This is an optimization exercise on Yosys and OpenROAD, whose aim is small area and few clock cycles, not a production implementation. The RTL was checked by simulation tests, not by an equivalence proof against the original design. No driver is modelled on the clock port, so clock power and skew are understated where the tree is cut down; a real chip needs a root buffer or a tree.

v6:
==> module vlsu_load_top, before the edit <==
module vlsu_load_top #(
  parameter int unsigned NrLanes   = vlsu_pkg::NrLanesDef,
  parameter int unsigned MetaDepth = 2,
  parameter int unsigned LaneDepth = 4
) (
  input  logic                       clk_i,
  input  logic                       rst_ni,
  input  logic                       axi_r_valid_i,
  output logic                       axi_r_ready_o,
  input  logic [32:0]                axi_r_i,
  input  logic                       txn_valid_i,
  output logic                       txn_ready_o,
  input  logic [16:0]                txn_i,
  input  logic                       meta_valid_i,
  output logic                       meta_ready_o,
  input  logic [9:0]                 meta_i,
  output logic                       wb_valid_o,
  input  logic                       wb_ready_i,
  output logic [23:0]                wb_o,
  output logic [$clog2(NrLanes)-1:0] wb_lane_o
);
  vlsu_pkg::axi_r_t    axi_r;
  vlsu_pkg::txn_ctrl_t txn;
  vlsu_pkg::meta_t     meta;
  assign axi_r = axi_r_i;
  assign txn   = txn_i;
  assign meta  = meta_i;
  logic       busy_q;           
  logic [3:0] ptr_q;            
  logic       first_q;          
  logic [3:0] row_q;            
  logic       mid_q;            
  logic [2:0] idx_q;            
  logic [2:0][3:0] buf_q;       
  logic [3:0] start_ptr, ptr, row;
  logic [1:0] lo, f, lane;
  logic       mid, active;
  assign start_ptr = meta.vstart[3:0] << meta.sew;
  assign active    = meta_valid_i;
  assign ptr       = busy_q ? ptr_q : start_ptr;
  assign lo        = (busy_q && !first_q) ? 2'd0 : start_ptr[1:0];
  assign row       = busy_q ? row_q : 4'd0;
  assign mid       = busy_q && mid_q;
  assign f         = ptr[1:0];
  assign lane      = ptr[3:2];
  logic [2:0] lower, idx, s;
  logic [3:0] upper, t;
  logic [4:0] d;
  logic       final_beat, close, beat_v;
  assign beat_v     = axi_r_valid_i && active;
  assign final_beat = txn.is_final && axi_r.last;
  assign lower      = txn.is_head ? txn.head_nb : 3'd0;
  assign upper      = axi_r.last ? txn.lb_nb : 4'd8;
  assign idx        = mid ? idx_q : lower;
  assign t          = {1'b0, idx} + {2'b0, ~f} + 4'd1;
  assign d          = {1'b0, upper} - {1'b0, t};
  assign close      = !d[4];
  assign s          = t[2:0] + 3'd4;
  logic [7:0][3:0] bnib;
  logic [3:0][3:0] rot;
  assign bnib = axi_r.data;
  logic [7:0][3:0] r1, r2;
  always_comb begin
    for (int unsigned i = 0; i < 8; i++) begin
      r1[i]  = s[0] ? bnib[(i + 1) % 8] : bnib[i];
    end
    for (int unsigned i = 0; i < 8; i++) begin
      r2[i]  = s[1] ? r1[(i + 2) % 8] : r1[i];
    end
    for (int unsigned i = 0; i < 4; i++) begin
      rot[i] = s[2] ? r2[i + 4] : r2[i];
    end
  end
  logic [2:0][3:0] buf_in;
  always_comb begin
    for (int unsigned p = 0; p < 3; p++) begin
      buf_in[p] = (s[2] ^ close) ? r2[p + 4] : r2[p];
    end
  end
  logic [3:0][3:0] out_nb;
  logic [3:0]      be;
  always_comb begin
    for (int unsigned i = 0; i < 4; i++) begin
      out_nb[i] = (i < 3 && i < 32'(f)) ? buf_q[i % 3] : rot[i];
      be[i]     = (i >= 32'(lo)) && (close || (i < 32'(d[1:0])));
    end
  end
  logic wr, do_step, take, done, stash;
  assign wr      = beat_v && (close || final_beat);
  assign do_step = beat_v && (!wr || wb_ready_i);
  assign stash   = close && !final_beat && (d[3:2] == 2'b00);
  assign take    = do_step && (close ? (stash || d == 5'd0) : 1'b1);
  assign done    = take && final_beat;
  assign meta_ready_o  = done;
  assign axi_r_ready_o = take;
  assign txn_ready_o   = take;
  assign wb_valid_o = wr;
  assign wb_o       = {out_nb, be, row};
  assign wb_lane_o  = lane;
  always_ff @(posedge clk_i or negedge rst_ni) begin
    if (!rst_ni) begin
      busy_q <= 1'b0;
    end else begin
      busy_q <= (busy_q || do_step) && !done;
    end
  end
  always_ff @(posedge clk_i) begin
    ptr_q <= ptr;
    first_q <= !busy_q || first_q;
    row_q <= row;
    mid_q <= mid;
    if (do_step) begin
      ptr_q[1:0] <= (close && !stash) ? 2'd0 : d[1:0];
      mid_q      <= !take;
      if (close) begin
        ptr_q[3:2] <= lane + 2'd1;
        first_q    <= 1'b0;
        row_q      <= (lane == 2'd3) ? row + 4'd1 : row;
      end
    end
    if (do_step) begin
      idx_q <= t[2:0];
      for (int unsigned p = 0; p < 3; p++) begin
        if (close || p >= 32'(f)) begin
          buf_q[p] <= buf_in[p];
        end
      end
    end
  end
endmodule
Settings: LEC_CHECK=0, CAP_MARGIN=20, CORE_MARGIN=2, CORE_UTILIZATION=40, PLACE_DENSITY=0.6, SLEW_MARGIN=20; clock period 10.0 ns.
standard.sh (not shown) runs the stock make flow with config.mk's settings and CLKGATE_MAP_FILE= SYNTH_SCRIPT=/design/flow/synth_recipe.tcl, a recipe that flattens the netlist after the stock synthesis.
==> flow/flow/run.sh <==
#!/bin/bash
# Standard ORFS layout with two changes: ABC maps the logic with its
# area-oriented mapper (flow/abc_area.script in place of abc_speed.script),
# and the port buffers are made of the smallest buffer cell.
set -euo pipefail
rm -rf scripts_abc
cp -r "$FLOW_HOME/scripts" scripts_abc
cp flow/abc_area.script scripts_abc/abc_speed.script
bash standard.sh SCRIPTS_DIR="$PWD/scripts_abc" \
  BUFFER_PORTS_ARGS="-buffer_cell sky130_fd_sc_hd__buf_1" finish > standard_flow.log 2>&1
==> flow/flow/abc_area.script <==
strash
dch
amap
strash
dch
amap
Testbench counts of v6, summed over its fixed seeds: cycles 14,178.
Here is what was changed in the inputs of v7 compared with v6.
--- a/flow/design.v
+++ b/flow/design.v
@@ -405,16 +405,16 @@
   assign f         = ptr[1:0];
   assign lane      = ptr[3:2];
   logic [2:0] lower, idx, s;
   logic [3:0] upper, t;
   logic [4:0] d;
   logic       final_beat, close, beat_v;
-  assign beat_v     = axi_r_valid_i && active;
+  assign beat_v     = axi_r_valid_i && txn_valid_i && active;
   assign final_beat = txn.is_final && axi_r.last;
   assign lower      = txn.is_head ? txn.head_nb : 3'd0;
-  assign upper      = axi_r.last ? txn.lb_nb : 4'd8;
+  assign upper      = (txn.rmn_beat == '0) ? txn.lb_nb : 4'd8;
   assign idx        = mid ? idx_q : lower;
   assign t          = {1'b0, idx} + {2'b0, ~f} + 4'd1;
   assign d          = {1'b0, upper} - {1'b0, t};
   assign close      = !d[4];
   assign s          = t[2:0] + 3'd4;
   logic [7:0][3:0] bnib;
==> results.txt <==
- Every stage of the flow completed for v7, and the final layout passed the timing, design-rule and antenna checks.
- v6 went all the way through synthesis, placement and routing and the layout is clean on timing, DRC and antenna.
- Wire: v7 routes less than v6
- Fmax: v7 above v6
- Average wire length per cell after detail routing, v7 vs v6: down by a few percent
- Comparing v7 with v6, the worst-skew pair later-pin latency came out essentially unchanged.
- Mapped cell area ended up 0.77% higher on v7 than on v6.
- Number of cells on the critical path (v7 vs. v6) increases by a few percent
- Between v6 and v7, the flow reports overall die area increasing slightly.
- Diff v6 -> v7 | layout-stage area growth over the synthesis result | increase of 0.63 points
- Between v7 and v6, first-iteration DRC count is higher for v6, v7 comes in under that.
- There was hardly any difference in adder and majority gate portion of the synthesized area between v6 and v7.
- v6 -> v7: number of nets in the finished design increased by a few percent
Testbench counts of v7, summed over its fixed seeds: cycles 14,178.

========
Another version of the RTL of vlsu_load_top (not shown whole).
Size: ~25 flip-flops, roughly 2100 µm² of cells after synthesis.
==> module vlsu_load_top, before the edit <==
module vlsu_load_top #(
  parameter int unsigned NrLanes   = vlsu_pkg::NrLanesDef,
  parameter int unsigned MetaDepth = 2,
  parameter int unsigned LaneDepth = 4
) (
  input  logic                       clk_i,
  input  logic                       rst_ni,
  input  logic                       axi_r_valid_i,
  output logic                       axi_r_ready_o,
  input  logic [32:0]                axi_r_i,
  input  logic                       txn_valid_i,
  output logic                       txn_ready_o,
  input  logic [16:0]                txn_i,
  input  logic                       meta_valid_i,
  output logic                       meta_ready_o,
  input  logic [9:0]                 meta_i,
  output logic                       wb_valid_o,
  input  logic                       wb_ready_i,
  output logic [23:0]                wb_o,
  output logic [$clog2(NrLanes)-1:0] wb_lane_o
);
  vlsu_pkg::axi_r_t    axi_r;
  vlsu_pkg::txn_ctrl_t txn;
  vlsu_pkg::meta_t     meta;
  assign axi_r = axi_r_i;
  assign txn   = txn_i;
  assign meta  = meta_i;
  logic       busy_q;           
  logic [3:0] ptr_q;            
  logic       first_q;          
  logic [3:0] row_q;            
  logic [2:0] idx_q;            
  logic [2:0][3:0] buf_q;       
  logic [3:0] start_ptr, ptr, row;
  logic [1:0] lo, f, lane;
  logic       mid, active;
  assign start_ptr = meta.vstart[3:0] << meta.sew;
  assign active    = meta_valid_i;
  assign ptr       = busy_q ? ptr_q : start_ptr;
  assign lo        = (busy_q && !first_q) ? 2'd0 : start_ptr[1:0];
  assign row       = busy_q ? row_q : 4'd0;
  assign mid       = busy_q && (idx_q != 3'd0);
  assign f         = ptr[1:0];
  assign lane      = ptr[3:2];
  logic [2:0] lower, idx, s;
  logic [3:0] upper, t;
  logic [3:0] d;
  logic       final_beat, close, beat_v;
  assign beat_v     = axi_r_valid_i && active;
  assign final_beat = txn.is_final && axi_r.last;
  assign lower      = txn.is_head ? txn.head_nb : 3'd0;
  assign upper      = axi_r.last ? txn.lb_nb : 4'd8;
  assign idx        = mid ? idx_q : lower;
  assign t          = {1'b0, idx} + {2'b0, ~f} + 4'd1;
  assign d          = upper - t;
  assign close      = !d[3];
  assign s          = t[2:0] + 3'd4;
  logic [7:0][3:0] bnib;
  logic [3:0][3:0] rot;
  assign bnib = axi_r.data;
  logic [7:0][3:0] r1, r2;
  always_comb begin
    for (int unsigned i = 0; i < 8; i++) begin
      r1[i]  = s[0] ? bnib[(i + 1) % 8] : bnib[i];
    end
    for (int unsigned i = 0; i < 8; i++) begin
      r2[i]  = s[1] ? r1[(i + 2) % 8] : r1[i];
    end
    for (int unsigned i = 0; i < 4; i++) begin
      rot[i] = s[2] ? r2[i + 4] : r2[i];
    end
  end
  logic [2:0][3:0] buf_in;
  always_comb begin
    for (int unsigned p = 0; p < 3; p++) begin
      buf_in[p] = (s[2] ^ close) ? r2[p + 4] : r2[p];
    end
  end
  logic [3:0][3:0] out_nb;
  logic [3:0]      be;
  always_comb begin
    for (int unsigned i = 0; i < 4; i++) begin
      out_nb[i] = (i < 3 && i < 32'(f)) ? buf_q[i % 3] : rot[i];
      be[i]     = (i >= 32'(lo)) && (close || (i < 32'(d[1:0])));
    end
  end
  logic wr, do_step, take, done, stash;
  assign wr      = beat_v && (close || final_beat);
  assign do_step = beat_v && (!wr || wb_ready_i);
  assign stash   = close && !final_beat && (d[3:2] == 2'b00);
  assign take    = do_step && (close ? (stash || d == 4'd0) : 1'b1);
  assign done    = take && final_beat;
  assign meta_ready_o  = done;
  assign axi_r_ready_o = take;
  assign txn_ready_o   = take;
  assign wb_valid_o = wr;
  assign wb_o       = {out_nb, be, row};
  assign wb_lane_o  = lane;
  always_ff @(posedge clk_i or negedge rst_ni) begin
    if (!rst_ni) begin
      busy_q <= 1'b0;
    end else begin
      busy_q <= (busy_q || do_step) && !done;
    end
  end
  always_ff @(posedge clk_i) begin
    ptr_q <= ptr;
    first_q <= !busy_q || first_q;
    row_q <= row;
    if (do_step) begin
      ptr_q[1:0] <= (close && !stash) ? 2'd0 : d[1:0];
      if (close) begin
        {row_q, ptr_q[3:2]} <= {row, lane} + 6'd1;
        first_q    <= 1'b0;
      end
    end
    if (do_step) begin
      idx_q <= take ? 3'd0 : t[2:0];
      for (int unsigned p = 0; p < 3; p++) begin
        if (close || p >= 32'(f)) begin
          buf_q[p] <= buf_in[p];
        end
      end
    end
  end
endmodule
==> flow/config.mk <==
export PLATFORM = sky130hd
export DESIGN_NAME = vlsu_load_top
export DESIGN_NICKNAME = vlsu_load_top
export VERILOG_FILES = /design/flow/design.v
export SDC_FILE = /design/flow/constraint.sdc
export NUM_CORES = 4
export LEC_CHECK = 0
export CAP_MARGIN = 20
export CORE_MARGIN = 2
export CORE_UTILIZATION = 60
export GPL_TIMING_DRIVEN = 0
export PLACE_DENSITY = 0.8
export SLEW_MARGIN = 20
==> flow/constraint.sdc <==
create_clock -name core_clock -period 10.0 [get_ports {clk_i}]
set_input_delay 2.0000 -clock core_clock [delete_from_list [all_inputs] [get_ports {clk_i}]]
set_output_delay 2.0000 -clock core_clock [all_outputs]
set_load 0.01 [all_outputs]
==> flow/flow/run.sh <==
#!/bin/bash
# Standard ORFS layout with three changes: ABC maps the logic with its
# area-oriented mapper (flow/abc_area.script in place of abc_speed.script),
# the port buffers are made of the smallest buffer cell, and the clock is
# distributed by a single clkbuf_16 at the centre of the registers
# (flow/one_clkbuf.tcl, run as the PRE_CTS_TCL hook) instead of a tree.
set -euo pipefail
rm -rf scripts_abc
cp -r "$FLOW_HOME/scripts" scripts_abc
cp flow/abc_area.script scripts_abc/abc_speed.script
bash standard.sh SCRIPTS_DIR="$PWD/scripts_abc" \
  BUFFER_PORTS_ARGS="-buffer_cell sky130_fd_sc_hd__buf_1" \
  PRE_CTS_TCL="$PWD/flow/one_clkbuf.tcl" ONE_CLKBUF_CELL=sky130_fd_sc_hd__clkbuf_16 RECOVER_POWER=100 \
  finish > standard_flow.log 2>&1
==> flow/flow/one_clkbuf.tcl <==
# Pre-CTS hook: the design has few registers, so one clock buffer placed at
# the centre of the registers drives them all, in place of TritonCTS's tree.
set block [ord::get_db_block]
set dbu [$block getDbUnitsPerMicron]
set clk_net [$block findNet clk_i]
set sx 0
set sy 0
set n 0
foreach it [$clk_net getITerms] {
  lassign [[$it getInst] getLocation] x y
  set sx [expr {$sx + $x}]
  set sy [expr {$sy + $y}]
  incr n
}
set cx [expr {double($sx) / $n / $dbu}]
set cy [expr {double($sy) / $n / $dbu}]
puts "one_clkbuf: $n clock sinks, buffer at ($cx, $cy)"
insert_buffer -buffer_cell $::env(ONE_CLKBUF_CELL) -net clk_i \
  -location [list $cx $cy] -buffer_name clkbuf_root -net_name clknet_root
rename clock_tree_synthesis tritoncts_unused
proc clock_tree_synthesis { args } {
  puts "one_clkbuf: clock tree is the single root buffer"
  set_propagated_clock [all_clocks]
}
Scripts as last shown in full above: flow/flow/abc_area.script
The baseline produced a clean layout.
Testbench counts at the start, summed over its fixed seeds: cycles 14,178.
Change:
--- a/flow/design.v
+++ b/flow/design.v
@@ -469,12 +469,13 @@
     first_q <= !busy_q || first_q;
     row_q <= row;
     if (do_step) begin
       ptr_q[1:0] <= (close && !stash) ? 2'd0 : d[1:0];
       if (close) begin
-        {row_q, ptr_q[3:2]} <= {row, lane} + 6'd1;
+        ptr_q[3:2] <= lane + 2'd1;
         first_q    <= 1'b0;
+        row_q      <= (lane == 2'd3) ? row + 4'd1 : row;
       end
     end
     if (do_step) begin
       idx_q <= take ? 3'd0 : t[2:0];
       for (int unsigned p = 0; p < 3; p++) begin
Effect:
- The new run finished with timing, DRC and antenna clean
- first-iteration DRC count went up by a little under a tenth
- hold slack improved by 0.040 ns
- utilization drops by 1.8 points
- final area decreases by a few percent
- cell count barely changes
Testbench counts after the change, summed over its fixed seeds: cycles 14,178.
No run of this note takes its clock network from TritonCTS; it comes from the design's own scripts or RTL.

[separate check: timing with driven ports]
In the flow no input, the clock included, has a driving cell. The finished layouts below were timed again as built, in two steps.
Step 1: set_driving_cell puts a clkbuf_16 on clk_i and a buf_2 on each other input, an assumption about the parent block.
Step 2, shift: input delay + t, output delay - t, t = (earliest + latest rising clock arrival at the registers) / 2. This alone moves slack from input paths to output paths.
Three values: no drivers, after step 1, after step 2; two values: the first two.
run	t, ns	setup slack, ns	worst data-port slew with drivers (ns)
v6	0.308	1.181 / 1.156 / 1.156	0.04
v7	0.290	1.275 / 1.245 / 1.245	0.05
the first run of note 2	0.189	0.480 / 0.457 / 0.457	0.04
the second run of note 2	0.189	1.052 / 1.030 / 1.030	0.03
After both steps every run listed still meets setup and hold. The setup slack of v7, which loses most, moves by -0.030 ns with the drivers and by -0.030 ns with both steps.
